This is an optimization exercise on Yosys and OpenROAD, whose aim is small area and a short achievable clock period, not a production implementation. The RTL was checked by simulation tests, not by an equivalence proof against the original design. Power is estimated from default activity; no workload was simulated.

// ama_riscv_icache_resp
module ama_riscv_icache_resp #(
    parameter int unsigned SETS       = 16,
    parameter int unsigned LINE_WORDS = 4
) (
    input  logic                       clk,
    input  logic                       rst,
    input  logic                       imem_req_valid_i,
    output logic                       imem_req_ready_o,
    input  logic [31:0]                imem_req_data_i,
    output logic                       imem_rsp_valid_o,
    input  logic                       imem_rsp_ready_i,
    output logic [31:0]                imem_rsp_data_o,
    output logic                       mem_req_valid_o,
    input  logic                       mem_req_ready_i,
    output logic [31:0]                mem_req_data_o,
    input  logic                       mem_rsp_valid_i,
    output logic                       mem_rsp_ready_o,
    input  logic [32*LINE_WORDS-1:0]   mem_rsp_data_i,
    input  logic                       inv_all_i,
    output logic [31:0]                hit_cnt_o,
    output logic [31:0]                miss_cnt_o
);
    localparam int unsigned OFF_W  = $clog2(LINE_WORDS);
    localparam int unsigned IDX_W  = $clog2(SETS);
    localparam int unsigned TAG_W  = 32 - 2 - OFF_W - IDX_W;
    localparam int unsigned LINE_W = 32 * LINE_WORDS;
    logic               mreq_valid_q, mrsp_ready_q, refill_q, inv_pend_q;
    logic               rsp_valid_q;
    logic               acc_st_q;       
    logic               acc_free_q;     
    logic [SETS-1:0]    valid_q;
    logic [31:0]        hit_cnt_q, miss_cnt_q;
    logic [TAG_W-1:0]   addr_tag_q;
    logic [IDX_W-1:0]   addr_idx_q;
    logic [OFF_W-1:0]   addr_off_q;
    logic [31:0]        rsp_data_q;
    logic [TAG_W-1:0]   tag_q  [SETS];
    logic [LINE_W-1:0]  data_q [SETS];
    logic [TAG_W-1:0]   req_tag;
    logic [IDX_W-1:0]   req_idx;
    logic [OFF_W-1:0]   req_off;
    logic               unused_byte_off;
    assign req_tag         = imem_req_data_i[31 -: TAG_W];
    assign req_idx         = imem_req_data_i[2+OFF_W +: IDX_W];
    assign req_off         = imem_req_data_i[2 +: OFF_W];
    assign unused_byte_off = ^imem_req_data_i[1:0];
    logic req_ready, req_acc, lookup_hit, acc_hit, acc_miss;
    logic mreq_fire, mrsp_fire, rsp_hold;
  ...
For scale: about 5,300 cells after synthesis, ~2,600 flip-flops, roughly 96,000 sq um of cells after synthesis.
export LEC_CHECK = 0
export CAP_MARGIN = 20
export CORE_MARGIN = 2
export CORE_UTILIZATION = 60
export CTS_BUF_LIST = sky130_fd_sc_hd__clkbuf_8 sky130_fd_sc_hd__clkbuf_16
export CTS_CLUSTER_DIAMETER = 80
export CTS_CLUSTER_SIZE = 24
export SETUP_SLACK_MARGIN = 1.9
export SLEW_MARGIN = 20
export TNS_END_PERCENT = 5
create_clock -name core_clock -period 4.0 [get_ports {clk}]
standard.sh (not shown) runs the stock make flow with config.mk's settings and CLKGATE_MAP_FILE= SYNTH_SCRIPT=/design/flow/synth_recipe.tcl, a recipe that flattens the netlist after the stock synthesis.
==> flow/flow/run.sh <==
#!/bin/bash
# The standard layout (the standard.sh, unchanged synthesis and steps), except that
# the port buffers that global placement inserts are plain buffers (buf_2) rather than
# the cell buffer_ports picks by default (a slow delay buffer).
set -euo pipefail
export BUFFER_PORTS_ARGS="-buffer_cell sky130_fd_sc_hd__buf_2"
bash standard.sh finish > standard_flow.log 2>&1
The baseline finished clean.
Then changed:
==> flow/run.sh (new file) <==
#!/bin/bash
# synth_recipe.tcl (not shown) runs the flow's synth.tcl, then flattens the netlist and writes it again
# the make line also repeats each setting of config.mk as NAME=value (left out here)
make -C /OpenROAD-flow-scripts/flow DESIGN_CONFIG=/design/flow/config.mk WORK_HOME=/design/flow/orfs CLKGATE_MAP_FILE= SYNTH_SCRIPT=/design/flow/synth_recipe.tcl finish
Settings changed: CTS_CLUSTER_SIZE 24 to 30, SETUP_SLACK_MARGIN 1.9 to unset, TNS_END_PERCENT 5 to unset.
removed: flow/flow/run.sh
removed: flow/standard.sh
Area after synthesis does not change.
Via count came out lower by a few percent.
Global-route usage shrinks by 1.3 points.
Total power is lower slightly.
Cell area decreases slightly.
Register-to-register slack got worse by 0.34 ns.
Utilization is lower by 1.2 points.
Flip-flop and latch count is unchanged.
Then changed:
Settings changed: CORE_UTILIZATION 60 to 72, CTS_CLUSTER_DIAMETER 80 to 60, PLACE_DENSITY set to 0.78, SETUP_SLACK_MARGIN set to 2.2, TNS_END_PERCENT set to 100.
=>
- This time the run died in clock tree synthesis on DPL-0038
- synthesized cell count stays the same
- area after synthesis stays the same
Then changed:
==> flow/flow/run.sh (new file) <==
#!/bin/bash
# The standard layout (the standard.sh, unchanged synthesis and steps), except that
# the port buffers that global placement inserts are plain buffers (buf_2) rather than
# the cell buffer_ports picks by default (a slow delay buffer).
set -euo pipefail
export BUFFER_PORTS_ARGS="-buffer_cell sky130_fd_sc_hd__buf_2"
bash standard.sh finish > standard_flow.log 2>&1
==> flow/standard.sh (new file) <==
#!/bin/bash
# synth_recipe.tcl (not shown) runs the flow's synth.tcl, then flattens the netlist and writes it again
# the make line also repeats each setting of config.mk as NAME=value (left out here)
make -C /OpenROAD-flow-scripts/flow DESIGN_CONFIG=/design/flow/config.mk WORK_HOME=/design/flow/orfs CLKGATE_MAP_FILE= SYNTH_SCRIPT=/design/flow/synth_recipe.tcl "${@:-finish}"
Settings changed: CORE_UTILIZATION 72 to 60, CTS_CLUSTER_DIAMETER 60 to 100, GPL_TIMING_DRIVEN set to 0, PLACE_DENSITY 0.78 to unset, SETUP_SLACK_MARGIN 2.2 to 1.9, TNS_END_PERCENT 100 to 5.
removed: flow/run.sh
After rerunning: Now the flow finished clean; area after synthesis does not change; synthesized cell count does not change.
Then changed:
Settings changed: GPL_TIMING_DRIVEN 0 to unset.
Outcome: The changed run passed the timing, DRC and antenna checks. Die area is unchanged. Hold slack gets worse by 0.093 ns. Setup slack is better by 0.26 ns.

========
== job 102 ==
Starting RTL as in the previous note.
export LEC_CHECK = 0
export CAP_MARGIN = 20
export CORE_MARGIN = 2
export CORE_UTILIZATION = 60
export CTS_BUF_LIST = sky130_fd_sc_hd__clkbuf_8 sky130_fd_sc_hd__clkbuf_16
export CTS_CLUSTER_DIAMETER = 100
export CTS_CLUSTER_SIZE = 30
export SETUP_SLACK_MARGIN = 1.6
export SLEW_MARGIN = 20
export TNS_END_PERCENT = 5
create_clock -name core_clock -period 4.0 [get_ports {clk}]
==> flow/flow/run.sh <==
#!/bin/bash
# The standard layout (the standard.sh, unchanged synthesis and steps), except that
# the port buffers that global placement inserts are plain buffers (buf_2) rather than
# the cell buffer_ports picks by default (a slow delay buffer).
set -euo pipefail
export BUFFER_PORTS_ARGS="-buffer_cell sky130_fd_sc_hd__buf_2"
bash standard.sh finish > standard_flow.log 2>&1
Job 102 closes out successfully: all stages finished, all timing, DRC and antenna checks passed.
Modified inputs, job 105 compared to job 102
Settings: SETUP_SLACK_MARGIN: 1.6 -> 2.5; CTS_CLUSTER_SIZE: 30 -> 24; CTS_CLUSTER_DIAMETER: 100 -> 80; CORE_UTILIZATION: 60 -> 66.
## What came out
Job 105 ran to completion and came out clean on the timing, DRC and antenna checks. Max-slew headroom at the worst pin down 7.0 points in job 105 wrt job 102. Total number of tap cells ended up about 8% lower on job 105 than on job 102. Summary of job 105 over job 102: wire length per cell after detailed routing has remained practically unchanged, post-synthesis share of cell area spent on xor and xnor gates has remained practically unchanged. [compare] base=job 102 new=job 105: power saw an increase; share of the final layout cell area in sequential cells saw a decrease; depth of the worst register-to-register path saw an increase; CTS clock-pin slew for the worst setup and hold paths saw a decrease; total power per unit cell area saw a decrease. Job 105 -> job 102: number of unique standard cell types used by synthesis delta 0, exact match. Comparing job 105 against job 102, there is no change at all in synthesized-area fraction occupied by ao, oa, aoi and oai cells.

-- port drivers added, routing unchanged --
The results above use ideal ports. As a check the final layouts listed here were re-extracted and re-timed, cells and wires unchanged.
Step 1, drivers: a clkbuf_16 drives clk and a buf_2 each remaining input, both assumed.
Step 2, shift: input delay + t, output delay - t, t = (earliest + latest rising clock arrival at the registers) / 2. This alone moves slack from input paths to output paths.
a / b / c = no drivers / after step 1 / after step 2; a / b = the first two.
run | t, ns | slack for setup (ns) | hold slack, ns | worst setup path at the end | worst slew at a driven data input, ns
the first run of note 1 | 0.895 | 1.264 / 1.267 / 0.382 | 0.014 / -0.055 / 0.436 | input to register | 0.27
the second run of note 1 | 0.871 | 0.458 / 0.522 / -0.350 | 0.409 / 0.344 / 0.430 | input to register | 0.20
the fourth run of note 1 | 0.871 | 1.021 / 1.060 / 0.189 | 0.118 / 0.045 / 0.451 | input to register | 0.19
the fifth run of note 1 | 0.872 | 1.285 / 1.253 / 0.381 | 0.025 / -0.039 / 0.428 | input to register | 0.30
job 102 | 0.873 | 1.278 / 1.271 / 0.398 | 0.026 / -0.046 / 0.429 | input to register | 0.29
job 105 | 0.890 | 1.311 / 1.327 / 0.440 | 0.060 / -0.004 / 0.438 | input to register | 0.22
Met with ideal ports but missed after step 2: setup timing in the second run of note 1. For the fifth run of note 1, which loses most, drivers alone change the setup slack by -0.032 ns; drivers and shift together by -0.904 ns.
